What follows belongs to an exercise in optimizing a design on an open flow for small area, a short achievable clock period and few clock cycles per item; a production flow would make more cautious choices.
Function was checked by simulation only, so behaviour that the tests miss may differ from the original. The flow treats the clock pin as an ideal source, which a real chip does not have.

==> flow/design.v (excerpt) <==
module rgb_to_hsv_converter_top (
  input  logic        clk,
  input  logic        rst,
  input  logic        in_valid,
  output logic        in_stall,
  input  logic [7:0]  red,
  input  logic [7:0]  green,
  input  logic [7:0]  blue,
  output logic        out_valid,
  input  logic        out_stall,
  output logic [14:0] hue,
  output logic [14:0] saturation,
  output logic [14:0] brightness
);
Size: roughly 500 flip-flops, roughly 75 I/O pins.
==> flow/config.mk <==
export PLATFORM = sky130hd
export DESIGN_NAME = rgb_to_hsv_converter_top
export DESIGN_NICKNAME = rgb_to_hsv_converter_top
export VERILOG_FILES = /design/flow/design.v
export SDC_FILE = /design/flow/constraint.sdc
export NUM_CORES = 4
export LEC_CHECK = 0
export CAP_MARGIN = 20
export CORE_MARGIN = 2
export CORE_UTILIZATION = 40
export SLEW_MARGIN = 20
==> flow/constraint.sdc <==
create_clock -name core_clock -period 14.0 [get_ports {clk}]
set_input_delay 2.8000 -clock core_clock [delete_from_list [all_inputs] [get_ports {clk}]]
set_output_delay 2.8000 -clock core_clock [all_outputs]
set_load 0.01 [all_outputs]
standard.sh (not shown) runs the stock make flow with config.mk's settings and CLKGATE_MAP_FILE= SYNTH_SCRIPT=/design/flow/synth_recipe.tcl, a recipe that flattens the netlist after the stock synthesis.
==> flow/flow/run.sh <==
#!/bin/bash
set -euo pipefail
bash standard.sh SETUP_SLACK_MARGIN=9.8 finish > make_finish.log 2>&1
Testbench counts at the start, summed over its fixed seeds: cycles 12,066, items 12,000.
Next try:
==> flow/flow/run.sh (replaced) <==
#!/bin/bash
set -euo pipefail
bash standard.sh SETUP_SLACK_MARGIN=9.8 \
  "BUFFER_PORTS_ARGS=-buffer_cell sky130_fd_sc_hd__buf_2" \
  "CTS_ARGS=-sink_clustering_enable -repair_clock_nets -dont_use_dummy_load -buf_list sky130_fd_sc_hd__clkbuf_16 -sink_clustering_size 30" \
  finish > make_finish.log 2>&1
Settings changed: ABC_AREA set to 1, CORE_UTILIZATION 40 to 60.
Setup slack got worse by 0.010 ns.
Final area came out lower by 5.1%.
Hold slack hardly moves.
First-iteration DRC count rose by 37%.
Global-route usage is higher by 8.2 points.
Final cell count climbs by 1.3%.
Routed wire length came out higher by 3.8%.
Sequential cell count does not change.
Die area decreases by 31%.
Via count climbs by 7.8%.
Next try:
==> flow/flow/run.sh (replaced) <==
#!/bin/bash
set -euo pipefail
bash standard.sh SETUP_SLACK_MARGIN=9.8 \
  "BUFFER_PORTS_ARGS=-buffer_cell sky130_fd_sc_hd__buf_2" \
  "CTS_ARGS=-sink_clustering_enable -repair_clock_nets -dont_use_dummy_load -buf_list sky130_fd_sc_hd__clkbuf_8 -sink_clustering_size 20" \
  finish > make_finish.log 2>&1
Settings changed: ABC_AREA 1 to not set, CORE_UTILIZATION 60 to 40.
- clock skew went up by 0.0066 ns
- count of clock-buffer cells in the layout went up by 36
- fmax went down by 1.6%
- die area went up by 45%
- via count went down by 7.5%
- worst setup slack is worse by 0.067 ns
Next try:
==> flow/flow/run.sh (replaced) <==
#!/bin/bash
set -euo pipefail
bash standard.sh SETUP_SLACK_MARGIN=9.8 \
  "BUFFER_PORTS_ARGS=-buffer_cell sky130_fd_sc_hd__buf_2" \
  "CTS_ARGS=-sink_clustering_enable -repair_clock_nets -dont_use_dummy_load -buf_list sky130_fd_sc_hd__clkbuf_16 -sink_clustering_size 30" \
  finish > make_finish.log 2>&1
Settings changed: ABC_AREA set to 1.
Outcome: The new run finished with timing, DRC and antenna clean; utilization decreases by 1.5 points; synthesized area goes up by about 3%; critical path depth drops by 15; via count climbs by about 6%; non-clock buffer count shrinks by 74; register-to-register slack gains 0.23 ns; cell area is lower by 1.1%; sequential share of layout area increases by 0.47 points; worst setup slack improves by 0.065 ns.

---

Another version of the RTL of rgb_to_hsv_converter_top (not shown whole).
Size in the first run: roughly 460 flip-flops, about 75 I/O pins, roughly 0.028 mm^2 of cells after synthesis.
export LEC_CHECK = 0
export ABC_AREA = 1
export CAP_MARGIN = 20
export CORE_MARGIN = 2
export CORE_UTILIZATION = 60
export SLEW_MARGIN = 20
create_clock -name core_clock -period 14.0 [get_ports {clk}]
==> flow/flow/run.sh <==
#!/bin/bash
set -euo pipefail
bash standard.sh SETUP_SLACK_MARGIN=10.0 \
  "BUFFER_PORTS_ARGS=-buffer_cell sky130_fd_sc_hd__buf_2" \
  "CTS_ARGS=-sink_clustering_enable -repair_clock_nets -dont_use_dummy_load -buf_list sky130_fd_sc_hd__clkbuf_16 -sink_clustering_size 24 -sink_clustering_max_diameter 100" \
  finish > make_finish.log 2>&1
The baseline finished clean.
Testbench counts at the start, summed over its fixed seeds: cycles 12,060, items 12,000.
==> next run, changes <==
==> flow/flow/run.sh (replaced) <==
#!/bin/bash
set -euo pipefail
bash standard.sh SETUP_SLACK_MARGIN=10.0 \
  "BUFFER_PORTS_ARGS=-buffer_cell sky130_fd_sc_hd__buf_2" \
  "CTS_ARGS=-sink_clustering_enable -repair_clock_nets -dont_use_dummy_load -buf_list sky130_fd_sc_hd__clkbuf_16 -sink_clustering_size 32 -sink_clustering_max_diameter 120" \
  finish > make_finish.log 2>&1
After rerunning: Clock-buffer cell count shrinks by 5; sequential share of layout area grows by 0.12 points; worst setup slack gets worse by 0.047 ns; utilization shrinks by 0.19 points; cell count stays flat; non-clock buffer count grows by 11; via count stays flat; final area stays flat.
==> next run, changes <==
==> flow/flow/run.sh (replaced) <==
#!/bin/bash
set -euo pipefail
bash standard.sh SETUP_SLACK_MARGIN=10.0 \
  "BUFFER_PORTS_ARGS=-buffer_cell sky130_fd_sc_hd__buf_2" \
  "CTS_ARGS=-sink_clustering_enable -repair_clock_nets -dont_use_dummy_load -buf_list sky130_fd_sc_hd__clkbuf_16 -sink_clustering_size 22 -sink_clustering_max_diameter 150" \
  finish > make_finish.log 2>&1
After rerunning: Global-route usage climbs by 0.25 points; die area does not change; worst hold slack degrades by 0.026 ns; core utilization climbs by 0.24 points; worst setup slack degrades by 0.082 ns; final cell count barely changes; via count stays flat; non-clock buffer count drops by 6.
==> next run, changes <==
==> flow/flow/run.sh (replaced) <==
#!/bin/bash
set -euo pipefail
bash standard.sh SETUP_SLACK_MARGIN=10.0 \
  "BUFFER_PORTS_ARGS=-buffer_cell sky130_fd_sc_hd__buf_2" \
  "CTS_ARGS=-sink_clustering_enable -repair_clock_nets -dont_use_dummy_load -buf_list sky130_fd_sc_hd__clkbuf_16 -sink_clustering_size 24 -sink_clustering_max_diameter 100" \
  finish > make_finish.log 2>&1
PLACE_DENSITY = 0.75   (was unset)
Effect: Cell area barely changes; utilization decreases by 0.13 points; fmax rose slightly.

## port drivers added, routing unchanged
The flow's constraints put no driver on any port. The routed layouts listed below were extracted and timed again, unchanged, in two steps. Step 1 (the two cells are an assumption about what drives the block):
set clk [get_ports {clk}]
set_driving_cell -lib_cell sky130_fd_sc_hd__clkbuf_16 $clk
set_driving_cell -lib_cell sky130_fd_sc_hd__buf_2 [delete_from_list [all_inputs] $clk]
Step 2 moves the port delays by t, midway between the first and last clock arrival at a register: inputs arrive t later, outputs are due t later. That takes back most of the time a late clock gives input paths. Three values: ideal ports, drivers, drivers and shift; two values: the first two.
run | t, ns | slack for setup (ns) | latest minus earliest clock arrival (ns) | slew at the worst register clock pin (ns)
the first run of note 1 | 0.657 | 9.888 / 9.860 / 9.268 | 0.035 / 0.035 | 0.06 / 0.06
the second run of note 1 | 0.641 | 9.878 / 9.818 / 9.354 | 0.057 / 0.057 | 0.06 / 0.06
the third run of note 1 | 0.684 | 9.810 / 9.810 / 9.247 | 0.062 / 0.062 | 0.06 / 0.06
the fourth run of note 1 | 0.647 | 9.876 / 9.813 / 9.381 | 0.077 / 0.077 | 0.06 / 0.06
the first run of note 2 | 0.623 | 10.066 / 10.010 / 9.546 | 0.057 / 0.057 | 0.10 / 0.10
the second run of note 2 | 0.599 | 10.019 / 9.960 / 9.599 | 0.052 / 0.051 | 0.12 / 0.12
the third run of note 2 | 0.627 | 9.938 / 9.976 / 9.349 | 0.056 / 0.057 | 0.10 / 0.10
the fourth run of note 2 | 0.605 | 10.014 / 9.961 / 9.529 | 0.052 / 0.053 | 0.10 / 0.10
After both steps every run listed still meets setup and hold. The setup slack of the first run of note 1, which loses most, moves by -0.028 ns with the drivers and by -0.620 ns with both steps.
